This is an optimization exercise on Yosys and OpenROAD, whose aim is small area, a short achievable clock period and few clock cycles per item, not a production implementation.
RTL that was checked went through simulation tests only; none was proved equivalent to the original.
No activity file was given, so power comes from the tool's default toggle rates.

==> flow/design.v <==
package lz77_pkg;
  localparam int DATA_WD = 8;
  localparam int WIN_SIZE = 16;
  localparam int DST_WD = 5;
  localparam int LEN_MAX = 8;
  localparam int LEN_MIN = 3;
  localparam int LEN_WD = 4;
  localparam int BLK_LEN_WD = 8;
  localparam logic [1:0] ST_IDLE = 2'd0;   
  localparam logic [1:0] ST_UPT  = 2'd1;   
  localparam logic [1:0] ST_SCH  = 2'd2;   
endpackage
`timescale 1ns/1ns
import lz77_pkg::*;
module lz77_window (
  input  logic                  clk,
  input  logic                  rstn,
  input  logic                  start_i,
  input  logic [BLK_LEN_WD-1:0] cfg_len_i,
  input  logic [DATA_WD-1:0]    rd_dat_i,
  output logic                  rd_val_o,
  output logic [WIN_SIZE-1:0]   eq_o,
  output logic                  nv_o,
  output logic [DATA_WD-1:0]    lit_o
);
  logic                             rd_val_r;
  logic                             rd_out_r;
  logic [BLK_LEN_WD-1:0]            rem_r;
  logic [DST_WD-1:0]                cnt_r;
  logic [WIN_SIZE-1:0][DATA_WD-1:0] hist_r;
  logic [WIN_SIZE-1:0]              vld_w;
  logic [WIN_SIZE-1:0]              eq_w;
  logic [WIN_SIZE-1:0]              eq_r;
  logic                             nv_r;
  always_ff @(posedge clk or negedge rstn) begin
    if (!rstn) begin
      rd_val_r <= 1'b0;
    end else begin
      rd_val_r <= start_i || (rd_val_r && rem_r > BLK_LEN_WD'(1));
    end
  end
  always_ff @(posedge clk or negedge rstn) begin
    if (!rstn) begin
      rd_out_r <= 1'b0;
    end else begin
      rd_out_r <= start_i || (rd_out_r && rem_r != BLK_LEN_WD'(1));
    end
  end
  always_ff @(posedge clk) begin
    rem_r <= start_i ? cfg_len_i : rem_r - 1'b1;
  end
  always_ff @(posedge clk) begin
    if (start_i || (rd_val_r && rem_r == BLK_LEN_WD'(1))) begin
      cnt_r <= '0;
    end else if (rd_val_r && !cnt_r[DST_WD-1]) begin
      cnt_r <= cnt_r + 1'b1;
    end
  end
  always_ff @(posedge clk) begin
    hist_r <= {hist_r[WIN_SIZE-2:0], rd_dat_i};
  end
  always_comb begin
    for (int i = 0; i < WIN_SIZE; i++) begin
      vld_w[i] = (cnt_r > DST_WD'(i));
      eq_w[i]  = vld_w[i] && (rd_dat_i == hist_r[i]);
    end
  end
  always_ff @(posedge clk) begin
    eq_r <= eq_w;
  end
  always_ff @(posedge clk or negedge rstn) begin
    if (!rstn) begin
      nv_r <= 1'b0;
    end else begin
      nv_r <= rd_val_r;
    end
  end
  assign rd_val_o = rd_out_r;
  assign eq_o     = eq_r;
  assign nv_o     = nv_r;
  assign lit_o    = hist_r[2];
endmodule
`timescale 1ns/1ns
import lz77_pkg::*;
module lz77_match_search (
  input  logic                clk,
  input  logic                rstn,
  input  logic [WIN_SIZE-1:0] eq_i,
  input  logic                nv_i,
  output logic                tok_lit_o,
  output logic                tok_mat_o,
  output logic                tok_lst_o,
  output logic [LEN_WD-1:0]   mat_len_o,
  output logic [DST_WD-1:0]   mat_dst_o
);
  logic [LEN_WD-1:0]   step_r;
  logic [WIN_SIZE-1:0] p1_r;
  logic [WIN_SIZE-1:0] p2_r;
  logic                near_r;
  logic                nv1_r;
  logic                st2_w;
  logic                stm_w;
  logic [WIN_SIZE-1:0] next_w;
  logic [WIN_SIZE-1:0] ext_w;
  logic [WIN_SIZE-1:0] pair_w;
  logic                any_w;
  logic                lst_w;
  logic                take_w;
  logic [DST_WD-1:0]   prio_dst_w;
  assign st2_w = (step_r == LEN_WD'(2));
  assign stm_w = (step_r >= LEN_WD'(LEN_MIN));
  always_comb begin
    for (int i = 0; i < WIN_SIZE; i++) begin
      next_w[i] = (step_r + LEN_WD'(1) == LEN_WD'(i + 1)) && (i < LEN_MAX);
    end
  end
  assign ext_w  = p2_r & eq_i;
  assign pair_w = p1_r & eq_i & {{(WIN_SIZE-2){1'b1}}, 2'b00};
  assign any_w  = (|ext_w) && !step_r[LEN_WD-1];
  always_comb begin
    prio_dst_w = '0;
    for (int i = WIN_SIZE - 1; i >= 0; i--) begin
      if (p2_r[i]) begin
        prio_dst_w = DST_WD'(i + 1);
      end
    end
    if (near_r) begin
      prio_dst_w = DST_WD'(step_r);
    end
  end
  assign tok_lit_o = st2_w && !any_w;
  assign tok_mat_o = stm_w && !any_w;
  assign lst_w     = st2_w ? !nv1_r : !nv_i;
  assign tok_lst_o = lst_w;
  assign mat_len_o = step_r;
  assign mat_dst_o = prio_dst_w;
  always_ff @(posedge clk or negedge rstn) begin
    if (!rstn) begin
      step_r <= '0;
    end else begin
      case (step_r)
        LEN_WD'(0): if (nv_i) step_r <= LEN_WD'(1);
        LEN_WD'(1): step_r <= LEN_WD'(2);
        LEN_WD'(2): if (any_w) step_r <= LEN_WD'(3);
                    else if (lst_w) step_r <= LEN_WD'(0);
        default:    if (any_w) step_r <= step_r + 1'b1;
                    else step_r <= lst_w ? LEN_WD'(0) : LEN_WD'(1);
      endcase
    end
  end
  assign take_w = stm_w || (st2_w && any_w);
  always_ff @(posedge clk) begin
    nv1_r  <= nv_i;
    p1_r   <= eq_i;
    p2_r   <= take_w ? (ext_w & ~next_w) : pair_w;
    near_r <= |(ext_w & next_w);
  end
endmodule
`timescale 1ns/1ns
import lz77_pkg::*;
module lz77_token_out (
  input  logic                  clk,
  input  logic                  rstn,
  input  logic                  tok_lit_i,
  input  logic                  tok_mat_i,
  input  logic                  tok_lst_i,
  input  logic [DATA_WD-1:0]    lit_i,
  input  logic [LEN_WD-1:0]     mat_len_i,
  input  logic [DST_WD-1:0]     mat_dst_i,
  output logic                  val_o,
  output logic                  flg_lit_o,
  output logic [DATA_WD-1:0]    dat_lit_o,
  output logic [LEN_WD-1:0]     dat_len_o,
  output logic [DST_WD-1:0]     dat_dst_o,
  output logic                  flg_lst_o,
  output logic                  done_o
);
  logic               val_r;
  logic               lit_r;
  logic [DATA_WD-1:0] dat_r;
  logic [LEN_WD-1:0]  len_r;
  logic [DST_WD-1:0]  dst_r;
  logic               lst_r;
  logic               done_r;
  logic               tok_w;
  assign tok_w = tok_lit_i || tok_mat_i;
  always_ff @(posedge clk or negedge rstn) begin
    if (!rstn) begin
      val_r  <= 1'b0;
      lit_r  <= 1'b0;
      dat_r  <= '0;
      len_r  <= '0;
      dst_r  <= '0;
      lst_r  <= 1'b0;
      done_r <= 1'b0;
    end else begin
      val_r  <= tok_w;
      lit_r  <= tok_lit_i;
      dat_r  <= tok_lit_i ? lit_i : '0;
      len_r  <= tok_lit_i ? LEN_WD'(1) : (tok_mat_i ? mat_len_i : '0);
      dst_r  <= tok_mat_i ? mat_dst_i : '0;
      lst_r  <= tok_w && tok_lst_i;
      done_r <= lst_r;
    end
  end
  assign val_o     = val_r;
  assign flg_lit_o = lit_r;
  assign dat_lit_o = dat_r;
  assign dat_len_o = len_r;
  assign dat_dst_o = dst_r;
  assign flg_lst_o = lst_r;
  assign done_o    = done_r;
endmodule
`timescale 1ns/1ns
import lz77_pkg::*;
module lz77_top (
  input  logic                  clk,
  input  logic                  rstn,
  input  logic                  start_i,
  input  logic [BLK_LEN_WD-1:0] cfg_len_i,
  input  logic [DATA_WD-1:0]    rd_dat_i,
  output logic                  rd_val_o,
  output logic                  val_o,
  output logic                  flg_lit_o,
  output logic [DATA_WD-1:0]    dat_lit_o,
  output logic [LEN_WD-1:0]     dat_len_o,
  output logic [DST_WD-1:0]     dat_dst_o,
  output logic                  flg_lst_o,
  output logic                  done_o
);
  logic [WIN_SIZE-1:0] eq;
  logic                nv;
  logic [DATA_WD-1:0]  lit;
  logic                tok_lit;
  logic                tok_mat;
  logic                tok_lst;
  logic [LEN_WD-1:0]   mat_len;
  logic [DST_WD-1:0]   mat_dst;
  lz77_window u_window (
    .clk       (clk),
    .rstn      (rstn),
    .start_i   (start_i),
    .cfg_len_i (cfg_len_i),
    .rd_dat_i  (rd_dat_i),
    .rd_val_o  (rd_val_o),
    .eq_o      (eq),
    .nv_o      (nv),
    .lit_o     (lit)
  );
  lz77_match_search u_match_search (
    .clk       (clk),
    .rstn      (rstn),
    .eq_i      (eq),
    .nv_i      (nv),
    .tok_lit_o (tok_lit),
    .tok_mat_o (tok_mat),
    .tok_lst_o (tok_lst),
    .mat_len_o (mat_len),
    .mat_dst_o (mat_dst)
  );
  lz77_token_out u_token_out (
    .clk       (clk),
    .rstn      (rstn),
    .tok_lit_i (tok_lit),
    .tok_mat_i (tok_mat),
    .tok_lst_i (tok_lst),
    .lit_i     (lit),
    .mat_len_i (mat_len),
    .mat_dst_i (mat_dst),
    .val_o     (val_o),
    .flg_lit_o (flg_lit_o),
    .dat_lit_o (dat_lit_o),
    .dat_len_o (dat_len_o),
    .dat_dst_o (dat_dst_o),
    .flg_lst_o (flg_lst_o),
    .done_o    (done_o)
  );
endmodule
==> flow/config.mk <==
export PLATFORM = sky130hd
export DESIGN_NAME = lz77_top
export DESIGN_NICKNAME = lz77_top
export VERILOG_FILES = /design/flow/design.v
export SDC_FILE = /design/flow/constraint.sdc
export NUM_CORES = 4
export LEC_CHECK = 0
export CAP_MARGIN = 20
export CORE_MARGIN = 2
export CORE_UTILIZATION = 40
export CTS_BUF_LIST = sky130_fd_sc_hd__clkbuf_16
export CTS_CLUSTER_DIAMETER = 80
export CTS_CLUSTER_SIZE = 30
export SETUP_SLACK_MARGIN = 5
export SLEW_MARGIN = 20
==> flow/constraint.sdc <==
create_clock -name core_clock -period 8.0 [get_ports {clk}]
set_input_delay 1.6000 -clock core_clock [delete_from_list [all_inputs] [get_ports {clk}]]
set_output_delay 1.6000 -clock core_clock [all_outputs]
set_load 0.01 [all_outputs]
standard.sh (not shown) runs the stock make flow with config.mk's settings and CLKGATE_MAP_FILE= SYNTH_SCRIPT=/design/flow/synth_recipe.tcl, a recipe that flattens the netlist after the stock synthesis.
==> flow/flow/run.sh <==
#!/bin/bash
# The standard layout with a tighter timing-repair target and small port buffers;
# the clock period and constraints are the design's. ORFS keeps each step's log under orfs/logs.
set -euo pipefail
bash standard.sh SETUP_SLACK_MARGIN=5.3 "BUFFER_PORTS_ARGS=-buffer_cell sky130_fd_sc_hd__buf_2" finish > standard.log 2>&1
==> next run, changes <==
--- a/flow/design.v
+++ b/flow/design.v
@@ -21,32 +21,26 @@
   output logic                  rd_val_o,
   output logic [WIN_SIZE-1:0]   eq_o,
   output logic                  nv_o,
   output logic [DATA_WD-1:0]    lit_o
 );
   logic                             rd_val_r;
-  logic                             rd_out_r;
   logic [BLK_LEN_WD-1:0]            rem_r;
   logic [DST_WD-1:0]                cnt_r;
   logic [WIN_SIZE-1:0][DATA_WD-1:0] hist_r;
   logic [WIN_SIZE-1:0]              vld_w;
   logic [WIN_SIZE-1:0]              eq_w;
   logic [WIN_SIZE-1:0]              eq_r;
   logic                             nv_r;
   always_ff @(posedge clk or negedge rstn) begin
     if (!rstn) begin
       rd_val_r <= 1'b0;
-    end else begin
-      rd_val_r <= start_i || (rd_val_r && rem_r > BLK_LEN_WD'(1));
-    end
-  end
-  always_ff @(posedge clk or negedge rstn) begin
-    if (!rstn) begin
-      rd_out_r <= 1'b0;
-    end else begin
-      rd_out_r <= start_i || (rd_out_r && rem_r != BLK_LEN_WD'(1));
+    end else if (start_i) begin
+      rd_val_r <= 1'b1;
+    end else if (rem_r == BLK_LEN_WD'(1)) begin
+      rd_val_r <= 1'b0;
     end
   end
   always_ff @(posedge clk) begin
     rem_r <= start_i ? cfg_len_i : rem_r - 1'b1;
   end
   always_ff @(posedge clk) begin
@@ -72,13 +66,13 @@
     if (!rstn) begin
       nv_r <= 1'b0;
     end else begin
       nv_r <= rd_val_r;
     end
   end
-  assign rd_val_o = rd_out_r;
+  assign rd_val_o = rd_val_r;
   assign eq_o     = eq_r;
   assign nv_o     = nv_r;
   assign lit_o    = hist_r[2];
 endmodule
 `timescale 1ns/1ns
 import lz77_pkg::*;
Effect: Power went down slightly; fmax went up slightly; design area stays flat; die area stays flat; sequential power barely changes; combinational power went down by a few percent; first-iteration DRC count went up slightly; critical path depth went down by 4; via count went down slightly; clock skew stays flat; clock power went down slightly; wire length went down by a few percent; setup slack improved by 0.021 ns; non-clock buffer count went up by 1.
Testbench counts after the change, summed over its fixed seeds: cycles 41,294, bytes 39,715.
The RTL of the first run of this note was laid out without a check of its function.

==> port drivers added, routing unchanged <==
In the flow no input, the clock included, has a driving cell. The finished layouts below were timed again as built, in two steps.
Step 1, drivers: a clkbuf_16 drives clk and a buf_2 each remaining input, both assumed.
Step 2 also shifts input and output timing later by t, the mid clock arrival at the registers, as if the neighbouring blocks saw the same clock.
a / b / c = ideal / step 1 / step 2; a / b = the first two.
| run | shift t [ns] | setup slack, ns | latest minus earliest clock arrival (ns) | pins driven straight from the clock port |
|---|---|---|---|---|
| the first run | 0.502 | 5.335 / 5.359 / 4.857 | 0.021 / 0.022 | 1 |
| the second run | 0.494 | 5.357 / 5.313 / 4.990 | 0.017 / 0.016 | 1 |
After both steps every run listed still meets setup and hold. For the first run, which loses most, drivers alone change the setup slack by +0.024 ns; drivers and shift together by -0.478 ns.
